This is an optimization exercise on Yosys and OpenROAD, whose aim is small area, a short achievable clock period and few clock cycles per item, not a production implementation.
Where RTL was checked, it was by simulation tests only, not by an equivalence proof against the original.

Setup of main:
==> flow/design.v <==
module rmt_wrapper #(
    parameter int unsigned C_S_AXIS_DATA_WIDTH  = 512,
    parameter int unsigned C_S_AXIS_TUSER_WIDTH = 128,
    parameter int unsigned C_M_AXIS_DATA_WIDTH  = 512,
    parameter int unsigned C_S_AXI_DATA_WIDTH   = 32,
    parameter int unsigned C_S_AXI_ADDR_WIDTH   = 12,
    parameter logic [31:0] C_BASEADDR           = 32'h80000000,
    parameter int unsigned PHV_ADDR_WIDTH       = 4
) (
    input  logic                              clk,
    input  logic                              aresetn,
    input  logic [C_S_AXIS_DATA_WIDTH-1:0]    s_axis_tdata,
    input  logic [C_S_AXIS_DATA_WIDTH/8-1:0]  s_axis_tkeep,
    input  logic [C_S_AXIS_TUSER_WIDTH-1:0]   s_axis_tuser,
    input  logic                              s_axis_tvalid,
    output logic                              s_axis_tready,
    input  logic                              s_axis_tlast,
    output logic [C_M_AXIS_DATA_WIDTH-1:0]    m_axis_tdata,
    output logic [C_M_AXIS_DATA_WIDTH/8-1:0]  m_axis_tkeep,
    output logic [C_S_AXIS_TUSER_WIDTH-1:0]   m_axis_tuser,
    output logic                              m_axis_tvalid,
    input  logic                              m_axis_tready,
    output logic                              m_axis_tlast
);
    localparam int unsigned DATA_W  = C_M_AXIS_DATA_WIDTH;
    localparam int unsigned KEEP_W  = DATA_W / 8;
    localparam int unsigned USER_W  = C_S_AXIS_TUSER_WIDTH;
    localparam int unsigned ENTRIES = 1 << PHV_ADDR_WIDTH;
    localparam int unsigned KEY_W   = 16;
    logic unused_c;
    assign unused_c = ^{C_S_AXI_DATA_WIDTH, C_S_AXI_ADDR_WIDTH, C_BASEADDR};
    function automatic logic [7:0] pkt_byte(input logic [DATA_W-1:0] d, input int unsigned n);
        pkt_byte = d[8*n +: 8];
    endfunction
    function automatic logic [15:0] be16(input logic [DATA_W-1:0] d, input int unsigned n);
        be16 = {pkt_byte(d, n), pkt_byte(d, n + 1)};
    endfunction
    function automatic logic [31:0] be32(input logic [DATA_W-1:0] d, input int unsigned n);
        be32 = {be16(d, n), be16(d, n + 2)};
    endfunction
    logic                  beat0_q, drop_q;
    logic [KEY_W-1:0]      tbl_key_q [ENTRIES];
    logic [2:0]            tbl_code_q [ENTRIES];
    logic                  m_valid_q;
    logic [DATA_W-1:0]     m_data_q;
    logic [KEEP_W-1:0]     m_keep_q;
    logic [USER_W-1:0]     m_user_q;
    logic                  m_last_q;
    logic                  s_ready_c, accept_c;
    logic                  is_udp_c, is_cfg_c, cfg_wr_c, drop_beat_c;
    logic [KEY_W-1:0]      data_key_c;
    logic [ENTRIES-1:0]    match_c;
    logic [2:0]            hit_code_c;
    logic [4:0]            act_c;
    logic [2:0]            wr_code_c;
    logic [7:0]            wr_op_c;
    assign s_ready_c     = m_axis_tready;
    assign accept_c      = s_axis_tvalid && s_ready_c;
    assign s_axis_tready = s_ready_c;
    always_comb begin
        is_udp_c   = (be16(s_axis_tdata, 12) == 16'h8100) &&
                     (be16(s_axis_tdata, 16) == 16'h0800) &&
                     (pkt_byte(s_axis_tdata, 27) == 8'h11);
        is_cfg_c   = is_udp_c && (be16(s_axis_tdata, 40) == 16'hF1F2);
        data_key_c = be16(s_axis_tdata, 46);
    end
    logic [2:0] pc1 [8];
    logic [2:0] pc2 [4];
    logic [2:0] pc3 [2];
    logic [7:0] pm1;
    logic [3:0] pm2;
    logic [1:0] pm3;
    always_comb begin
        for (int i = 0; i < ENTRIES; i++)
            match_c[i] = (tbl_code_q[i] != 3'd0) && (tbl_key_q[i] == data_key_c);
        for (int i = 0; i < 8; i++) begin
            pm1[i] = match_c[2*i] | match_c[2*i+1];
            pc1[i] = match_c[2*i] ? tbl_code_q[2*i] : (match_c[2*i+1] ? tbl_code_q[2*i+1] : 3'd0);
        end
        for (int i = 0; i < 4; i++) begin
            pm2[i] = pm1[2*i] | pm1[2*i+1];
            pc2[i] = pm1[2*i] ? pc1[2*i] : pc1[2*i+1];
        end
        for (int i = 0; i < 2; i++) begin
            pm3[i] = pm2[2*i] | pm2[2*i+1];
            pc3[i] = pm2[2*i] ? pc2[2*i] : pc2[2*i+1];
        end
        hit_code_c = pm3[0] ? pc3[0] : pc3[1];
    end
    always_comb begin
        act_c = 5'd0;
        if (is_udp_c && s_axis_tkeep[59]) begin
            case (hit_code_c)
                3'd1: act_c = 5'b00001;
                3'd2: act_c = 5'b00010;
                3'd3: act_c = 5'b00100;
                3'd4: act_c = 5'b01000;
                3'd5: act_c = 5'b10000;
                default: act_c = 5'd0;
            endcase
        end
    end
    logic [31:0]       op_a, op_b, res;
    logic [DATA_W-1:0] mod_data_c;
    always_comb begin
        op_a = be32(s_axis_tdata, 48);
        op_b = be32(s_axis_tdata, 52);
        res  = ({32{act_c[0]}} & (op_a + op_b)) |
               ({32{act_c[1]}} & (op_a - op_b)) |
               ({32{act_c[2]}} & (op_a & op_b)) |
               ({32{act_c[3]}} & (op_a | op_b)) |
               ({32{act_c[4]}} & (op_a ^ op_b));
        mod_data_c = s_axis_tdata;
        if (beat0_q && act_c != 5'd0) begin
            for (int i = 0; i < 4; i++)
                mod_data_c[8*(56 + i) +: 8] = res[8*(3 - i) +: 8];
        end
    end
    always_comb begin
        drop_beat_c = beat0_q ? is_cfg_c : drop_q;
        cfg_wr_c    = accept_c && beat0_q && is_cfg_c;
        wr_op_c     = pkt_byte(s_axis_tdata, 49);
        if (!s_axis_tdata[8*50])
            wr_code_c = 3'd0;
        else if (wr_op_c >= 8'd1 && wr_op_c <= 8'd5)
            wr_code_c = wr_op_c[2:0];
        else
            wr_code_c = 3'd6;
    end
    always_ff @(posedge clk or posedge aresetn) begin
        if (aresetn) begin
            beat0_q   <= 1'b1;
            drop_q    <= 1'b0;
            m_valid_q <= 1'b0;
        end else if (s_ready_c) begin
            m_valid_q <= s_axis_tvalid && !drop_beat_c;
            if (s_axis_tvalid) begin
                beat0_q <= s_axis_tlast;
                drop_q  <= drop_beat_c && !s_axis_tlast;
            end
        end
    end
    always_ff @(posedge clk) begin
        if (s_ready_c) begin
            m_data_q <= mod_data_c;
            m_keep_q <= s_axis_tkeep;
            m_user_q <= s_axis_tuser;
            m_last_q <= s_axis_tlast;
        end
    end
    always_ff @(posedge clk or posedge aresetn) begin
        if (aresetn) begin
            for (int i = 0; i < ENTRIES; i++) tbl_code_q[i] <= 3'd0;
        end else if (cfg_wr_c) begin
            tbl_code_q[s_axis_tdata[8*46 +: PHV_ADDR_WIDTH]] <= wr_code_c;
        end
    end
    always_ff @(posedge clk) begin
        if (cfg_wr_c) tbl_key_q[s_axis_tdata[8*46 +: PHV_ADDR_WIDTH]] <= be16(s_axis_tdata, 47);
    end
    assign m_axis_tdata  = m_data_q;
    assign m_axis_tvalid = m_valid_q;
    assign m_axis_tkeep  = m_keep_q;
    assign m_axis_tuser  = m_user_q;
    assign m_axis_tlast  = m_last_q;
endmodule
==> flow/config.mk <==
export PLATFORM = sky130hd
export DESIGN_NAME = rmt_wrapper
export DESIGN_NICKNAME = rmt_wrapper
export VERILOG_FILES = /design/flow/design.v
export SDC_FILE = /design/flow/constraint.sdc
export NUM_CORES = 4
export LEC_CHECK = 0
export ABC_AREA = 1
export ABC_CLOCK_PERIOD_IN_PS = 3000
export CAP_MARGIN = 20
export CORE_AREA = 5 5 485 485
export CTS_BUF_LIST = sky130_fd_sc_hd__clkbuf_16
export CTS_CLUSTER_DIAMETER = 80
export CTS_CLUSTER_SIZE = 24
export DIE_AREA = 0 0 490 490
export SETUP_SLACK_MARGIN = 4.4
export SLEW_MARGIN = 20
==> flow/constraint.sdc <==
create_clock -name core_clock -period 8.5 [get_ports {clk}]
set_input_delay 1.7000 -clock core_clock [delete_from_list [all_inputs] [get_ports {clk}]]
set_output_delay 1.7000 -clock core_clock [all_outputs]
set_load 0.01 [all_outputs]
standard.sh (not shown) runs the stock make flow with config.mk's settings and CLKGATE_MAP_FILE= SYNTH_SCRIPT=/design/flow/synth_recipe.tcl, a recipe that flattens the netlist after the stock synthesis.
==> flow/flow/run.sh <==
#!/bin/bash
# Standard ORFS layout, with the port buffers made from the smallest buffer
# cell instead of the default delay buffer. Full tool output goes to
# flow_standard.log in the work folder.
set -uo pipefail
bash standard.sh 'BUFFER_PORTS_ARGS=-buffer_cell sky130_fd_sc_hd__buf_1' finish > flow_standard.log 2>&1
Testbench counts of main, summed over its fixed seeds: cycles 9,756, items 9,749.
Modified inputs, the feature branch compared to main
--- a/flow/design.v
+++ b/flow/design.v
@@ -99,18 +99,43 @@
                 default: act_c = 5'd0;
             endcase
         end
     end
-    logic [31:0]       op_a, op_b, res;
+    logic [31:0]       op_a, op_b, res, sum_add, sum_sub;
+    logic [31:0]       ga [6];
+    logic [31:0]       pa [6];
+    logic [31:0]       gs [6];
+    logic [31:0]       ps [6];
     logic [DATA_W-1:0] mod_data_c;
     always_comb begin
-        op_a = be32(s_axis_tdata, 48);
-        op_b = be32(s_axis_tdata, 52);
-        res  = ({32{act_c[0]}} & (op_a + op_b)) |
-               ({32{act_c[1]}} & (op_a - op_b)) |
-               ({32{act_c[2]}} & (op_a & op_b)) |
-               ({32{act_c[3]}} & (op_a | op_b)) |
-               ({32{act_c[4]}} & (op_a ^ op_b));
+        op_a  = be32(s_axis_tdata, 48);
+        op_b  = be32(s_axis_tdata, 52);
+        ga[0] = op_a & op_b;
+        pa[0] = op_a ^ op_b;
+        gs[0] = op_a & ~op_b;
+        ps[0] = ~pa[0];
+        gs[0][0] = gs[0][0] | ps[0][0];
+        for (int l = 0; l < 5; l++) begin
+            ga[l+1] = ga[l];
+            pa[l+1] = pa[l];
+            gs[l+1] = gs[l];
+            ps[l+1] = ps[l];
+            for (int i = 0; i < 32; i++) begin
+                if (((i >> l) & 1) == 1) begin
+                    ga[l+1][i] = ga[l][i] | (pa[l][i] & ga[l][((i >> l) << l) - 1]);
+                    pa[l+1][i] = pa[l][i] & pa[l][((i >> l) << l) - 1];
+                    gs[l+1][i] = gs[l][i] | (ps[l][i] & gs[l][((i >> l) << l) - 1]);
+                    ps[l+1][i] = ps[l][i] & ps[l][((i >> l) << l) - 1];
+                end
+            end
+        end
+        sum_add = pa[0] ^ {ga[5][30:0], 1'b0};
+        sum_sub = ps[0] ^ {gs[5][30:0], 1'b1};
+        res  = ({32{act_c[0]}} & sum_add) |
+               ({32{act_c[1]}} & sum_sub) |
+               ({32{act_c[2]}} & ga[0]) |
+               ({32{act_c[3]}} & (ga[0] | pa[0])) |
+               ({32{act_c[4]}} & pa[0]);
         mod_data_c = s_axis_tdata;
         if (beat0_q && act_c != 5'd0) begin
             for (int i = 0; i < 4; i++)
                 mod_data_c[8*(56 + i) +: 8] = res[8*(3 - i) +: 8];
## What came out
Final standard cell area without fillers in the feature branch is 1.7% above main.
Row detail-routed net length per standard cell: the feature branch higher / main lower
Compared to main, the feature branch has non-clock buffer contribution to total cell area 1.0 points higher.
In the flow results for main and the feature branch, the wire length is smaller on main.
In the flow results for main and the feature branch, the share of synthesized cell area in full adder, half adder and majority cells is smaller on main.
From main to the feature branch the numbers moved as follows: sequential share of layout area moved down; placed standard-cell area level.
Against main, the feature branch reports a least setup slack across all paths after layout that is higher.
For the feature branch, only the layout was checked, not whether the RTL still works.

## separate check: timing with driven ports
How much do the figures lean on ideal ports? The routed layouts below were timed once more, with nothing changed but the port constraints. Step 1 (the two cells are an assumption about what drives the block):
set clk [get_ports {clk}]
set_driving_cell -lib_cell sky130_fd_sc_hd__clkbuf_16 $clk
set_driving_cell -lib_cell sky130_fd_sc_hd__buf_2 [delete_from_list [all_inputs] $clk]
Step 2 adds t to the input delays and takes it off the output delays; t is the mean of the earliest and latest rising clock arrival at the registers after step 1. Input paths then give back, and output paths get back, about the clock's delay inside the block. Three values: ideal, step 1, step 2; two values: the first two.
| run | shift t [ns] | setup slack, ns | worst setup path at the end | cell pins on the clock port's net |
|---|---|---|---|---|
| main | 0.827 | 4.404 / 4.423 / 3.596 | input to register | 1 |
| the feature branch | 0.839 | 4.419 / 4.436 / 3.640 | input to register | 1 |
After both steps setup and hold are still met in every run listed. For main, which loses most, drivers alone change the setup slack by +0.019 ns; drivers and shift together by -0.808 ns.
